Source: an optimization exercise on an open RTL-to-GDS flow (aim: small area, a short achievable clock period and few clock cycles). Production flows keep margins and buffers that such runs may drop.
At most, simulation tests tie the RTL to the original design; equivalence was not proved.
Power and IR drop assume default switching activity.

## sql_like_pattern_matcher
module sql_like_pattern_matcher #(
    parameter int MAX_ELEMENTS = 32,
    parameter int MAX_RANGES   = 4
) (
    input  logic        clk,
    input  logic        rst_n,
    input  logic        item_valid,
    output logic        item_ready,
    input  logic [2:0]  item_req_type,
    input  logic        item_is_percent,
    input  logic        item_negate,
    input  logic [7:0]  item_range_low,
    input  logic [7:0]  item_range_high,
    input  logic [7:0]  item_value_byte,
    output logic        result_valid,
    input  logic        result_ready,
    output logic        result_matched,
    output logic        result_pattern_error
);
clock: 7.0 ns
lec_check: 0
cap_margin: 20
core_margin: 2
core_utilization: 48
cts_cluster_diameter: 90
cts_cluster_size: 26
place_density: 0.6
setup_slack_margin: 4.35
slew_margin: 20
run.sh (not shown) runs the stock make flow with config.mk's settings and CLKGATE_MAP_FILE= SYNTH_SCRIPT=/design/flow/synth_recipe.tcl, a recipe that flattens the netlist after the stock synthesis.
The baseline went through all stages and came out clean.
Testbench counts at the start, summed over its fixed seeds: cycles 53,318.
Rerun with:
- CORE_UTILIZATION: 48 -> 55
- CTS_CLUSTER_DIAMETER: 90 -> 100
- CTS_CLUSTER_SIZE: 26 -> 30
- PLACE_DENSITY: 0.6 -> 0.65
Outcome: The changed run went through all stages and came out clean. Wire length decreases by 7.7%. Die area decreases by 13%. Synthesized area stays the same.
Rerun with:
- SETUP_SLACK_MARGIN: 4.35 -> 4.5
Result: Routed wire length climbs by 3.6%; total power went up by 0.51%; clock skew stays flat; fmax hardly moves; cell area rose by 1.9%; flip-flop and latch count is unchanged; die area is unchanged; sequential power stays flat.

Setup of the baseline:
Another version of the RTL of sql_like_pattern_matcher (not shown whole).
For scale: about 7,500 cells after synthesis, about 2,600 flip-flops.
// sql_like_pattern_matcher
module sql_like_pattern_matcher #(
    parameter int MAX_ELEMENTS = 32,
    parameter int MAX_RANGES   = 4
) (
    input  logic        clk,
    input  logic        rst_n,
    input  logic        item_valid,
    output logic        item_ready,
    input  logic [2:0]  item_req_type,
    input  logic        item_is_percent,
    input  logic        item_negate,
    input  logic [7:0]  item_range_low,
    input  logic [7:0]  item_range_high,
    input  logic [7:0]  item_value_byte,
    output logic        result_valid,
    input  logic        result_ready,
    output logic        result_matched,
    output logic        result_pattern_error
);
    localparam int ME = MAX_ELEMENTS;
    localparam int MR = MAX_RANGES;
    localparam int NP = ME + 1;
    localparam int LV = $clog2(NP);
    localparam int RQ_DEPTH = 5;
    localparam int TW = $clog2(RQ_DEPTH + 1);
    logic       ready_reg;      
    logic       stall_reg;      
    logic       s1_valid;
    logic [2:0] s1_type;
    logic       s1_pct, s1_neg;
    logic [7:0] s1_lo, s1_hi;
    logic [3:0] s1_blo, s1_blo_n, s1_bhi;
    logic       s1_clear, s1_elem, s1_range, s1_byte_req, s1_end;
    logic       s1_stall;
    logic       take;
    assign take = item_valid && ready_reg;
    always_ff @(posedge clk or negedge rst_n)
    begin
        if (!rst_n)
            s1_valid <= 1'b0;
        else
            s1_valid <= stall_reg || take;
    end
    always_ff @(posedge clk)
    begin
        if (!stall_reg)
        begin
            s1_type <= item_req_type;
            s1_pct  <= item_is_percent;
            s1_neg  <= item_negate;
            s1_lo   <= item_range_low;
            s1_hi   <= item_range_high;
            s1_blo   <= item_value_byte[3:0];
            s1_blo_n <= ~item_value_byte[3:0];
  ...
clock: 7.0 ns
lec_check: 0
cap_margin: 20
core_margin: 2
core_utilization: 55
cts_cluster_diameter: 100
cts_cluster_size: 30
place_density: 0.65
setup_slack_margin: 4.5
slew_margin: 20
Both conditions hold for the baseline: the flow ran to the end and the final layout passed the timing, DRC and antenna checks.
Testbench counts of the baseline, summed over its fixed seeds: cycles 53,318.
Modified inputs, the candidate compared to the baseline
- CTS_CLUSTER_SIZE: 30 -> unset
- CTS_CLUSTER_DIAMETER: 100 -> unset
[summary]
- [compare] base=the baseline new=the candidate: cell area power density now larger; highest achievable clock rate now smaller.
- Relative to the baseline, the candidate degrades first-iteration DRC count.
- Relative to the baseline, the candidate degrades wire length reported by the detailed router.
- The candidate against the baseline: total combinational power has remained practically unchanged; slew at the pin closest to its max-slew limit fell 0.063 ns; power now sits higher.
- Diff the candidate..the baseline | maximum clock skew at final layout | negligible

## v6
sql_like_pattern_matcher, a different RTL version from the one above (not shown whole).
Size: ~7500 cells after synthesis.
clock: 7.0 ns
lec_check: 0
cap_margin: 20
core_margin: 2
core_utilization: 65
place_density: 0.72
setup_slack_margin: 4.8
slew_margin: 20
v6 reached the final stage; the timing, DRC and antenna checks on its layout passed.
Testbench counts of v6, summed over its fixed seeds: cycles 53,318.
Modified inputs, v7 compared to v6
-- flow/config.mk --
<<< v6, line 8
export CAP_MARGIN = 20
export CORE_MARGIN = 2
export CORE_UTILIZATION = 65
export PLACE_DENSITY = 0.72
export SETUP_SLACK_MARGIN = 4.8
export SLEW_MARGIN = 20
>>> v7, line 8
export CAP_MARGIN = 20
export CORE_MARGIN = 2
export CORE_UTILIZATION = 55
export PLACE_DENSITY = 0.65
export SETUP_SLACK_MARGIN = 4.5
export SLEW_MARGIN = 20
--- outcome ---
Re combinational power: v7 is about 22% down on v6.
v7 vs v6 — longest individual stage delay on the worst path rose 0.16 ns.
Compared with v6, v7 improves post-detailed-routing wire length.
v6 completed every stage of the flow, and the final layout passed the timing, DRC and antenna checks.
Having completed the whole flow, v7 delivered a layout that passed the timing, DRC and antenna checks.
From v6 to v7 the numbers moved as follows: worst setup slack after layout went down by 0.018 ns, combinational share of power has decreased, detailed route wirelength on metal2 -about 11%, max-slew headroom at the worst pin shows an increase of 2.3 points.

Another version of the RTL of sql_like_pattern_matcher (not shown whole).
Size: roughly 8300 cells after synthesis, roughly 2300 flip-flops, about 37 I/O pins.
Settings: LEC_CHECK=0, CAP_MARGIN=20, CORE_MARGIN=2, CORE_UTILIZATION=40, SLEW_MARGIN=20; clock period 7.0 ns.
The starting point completed without violations.
Testbench counts at the start, summed over its fixed seeds: cycles 53,310.
Rerun with:
--- a/flow/config.mk
+++ b/flow/config.mk
@@ -8,4 +8,6 @@
 export CAP_MARGIN = 20
 export CORE_MARGIN = 2
-export CORE_UTILIZATION = 40
+export CORE_UTILIZATION = 55
+export PLACE_DENSITY = 0.65
+export SETUP_SLACK_MARGIN = 3.8
 export SLEW_MARGIN = 20
The new run completed without violations.
Routed wire length came out higher by a little under a tenth.
First-iteration DRC count came out higher by roughly a tenth.
Combinational power came out higher by a quarter to a third.
Critical path depth is unchanged.
Core utilization is higher by 19 points.
Fmax came out higher by a quarter to a third.
Die area came out lower by a quarter to a third.
Non-clock buffer count went up by 136.

Another version of the RTL of sql_like_pattern_matcher (not shown whole).
For scale: about 37 I/O pins, roughly 87000 um2 of cells after synthesis.
export LEC_CHECK = 0
export CAP_MARGIN = 20
export CORE_MARGIN = 2
export CORE_UTILIZATION = 55
export CTS_BUF_LIST = sky130_fd_sc_hd__clkbuf_4 sky130_fd_sc_hd__clkbuf_8
export PLACE_DENSITY = 0.65
export SETUP_SLACK_MARGIN = 4.5
export SLEW_MARGIN = 20
create_clock -name core_clock -period 7.0 [get_ports {clk}]
Change:
Settings changed: CTS_BUF_LIST sky130_fd_sc_hd__clkbuf_4 sky130_fd_sc_hd__clkbuf_8 to not set.
=>
- global-route usage falls by 0.32 points
- clock-buffer cell count goes down by 247
- via count shrinks slightly
- clock skew decreases by 53 ps
- synthesized cell count does not change
No run of this note included a check of the RTL's function; only the layout flow was run.

## the previous run
Another version of the RTL of sql_like_pattern_matcher (not shown whole).
Size in the first run: about 7400 cells after synthesis, roughly 2600 flip-flops, about 37 I/O pins, about 87000 um2 of cells after synthesis.
Settings: LEC_CHECK=0, CAP_MARGIN=20, CORE_MARGIN=2, CORE_UTILIZATION=55, CTS_CLUSTER_DIAMETER=80, CTS_CLUSTER_SIZE=24, PLACE_DENSITY=0.65, SETUP_SLACK_MARGIN=4.2, SLEW_MARGIN=20; clock period 7.0 ns.
Testbench counts of the previous run, summed over its fixed seeds: cycles 53,318.
## Diff of input files: the current run against the previous run
- CTS_CLUSTER_SIZE now 30, was 24
- SETUP_SLACK_MARGIN now 4.5, was 4.2
- CTS_CLUSTER_DIAMETER now 100, was 80
Findings:
Wire length of the first global-routing pass ends up lower on the previous run.
Final instance area for the current run: 2.5% up relative to the previous run
Cmp the current run and the previous run / highest net fanout along the worst path / lower: the current run
Upper clock frequency limit is lower on the previous run
Compared the current run vs the previous run, and power per cell area is down in the current run.
Summary: with the previous run as the reference, met2 layer wire length in the routed design in the current run moved up by a little under 10%.
The previous run ended up with fewer cell instances than the current run did.
The hold slack was comparable across the current run and the previous run.
On the current run: sequential share of layout area is 1.3 points lower than what the previous run gave.

separate check: timing with driven ports:
In the flow no input, the clock included, has a driving cell. The finished layouts below were timed again as built, in two steps. Step 1 sets driving cells, clkbuf_16 on the clock port and buf_2 on the other inputs (assumed; they add their load-dependent delay and slew). Step 2, shift: input delay + t, output delay - t, t = (earliest + latest rising clock arrival at the registers) / 2. This alone moves slack from input paths to output paths. Slacks: ideal ports / drivers / drivers and shift; pairs: ideal ports / drivers.
| run | t, ns | setup WS [ns] | cell pins on the clock port's net |
|---|---|---|---|
| the first run of note 1 | 0.873 | 4.280 / 4.190 / 3.635 | 1 |
| the second run of note 1 | 0.826 | 4.298 / 4.214 / 3.657 | 1 |
| the third run of note 1 | 0.830 | 4.294 / 4.208 / 3.803 | 1 |
| the baseline | 0.847 | 4.170 / 4.170 / 3.785 | 1 |
| the candidate | 0.942 | 4.131 / 4.103 / 3.710 | 1 |
| v6 | 0.929 | 4.043 / 4.016 / 3.772 | 1 |
| v7 | 0.939 | 4.025 / 3.936 / 3.746 | 1 |
| the first run of note 4 | 0.954 | 2.532 / 2.532 / 2.532 | 1 |
| the second run of note 4 | 0.917 | 3.522 / 3.522 / 3.343 | 1 |
| the first run of note 5 | 1.113 | 3.767 / 3.682 / 3.491 | 1 |
| the second run of note 5 | 0.974 | 3.842 / 3.758 / 3.705 | 1 |
| the previous run | 0.841 | 4.199 / 4.199 / 3.494 | 1 |
| the current run | 0.839 | 4.302 / 4.212 / 3.781 | 1 |
After both steps every run listed still meets setup and hold. For the previous run, which loses most, drivers alone change the setup slack by 0.000 ns; drivers and shift together by -0.705 ns.
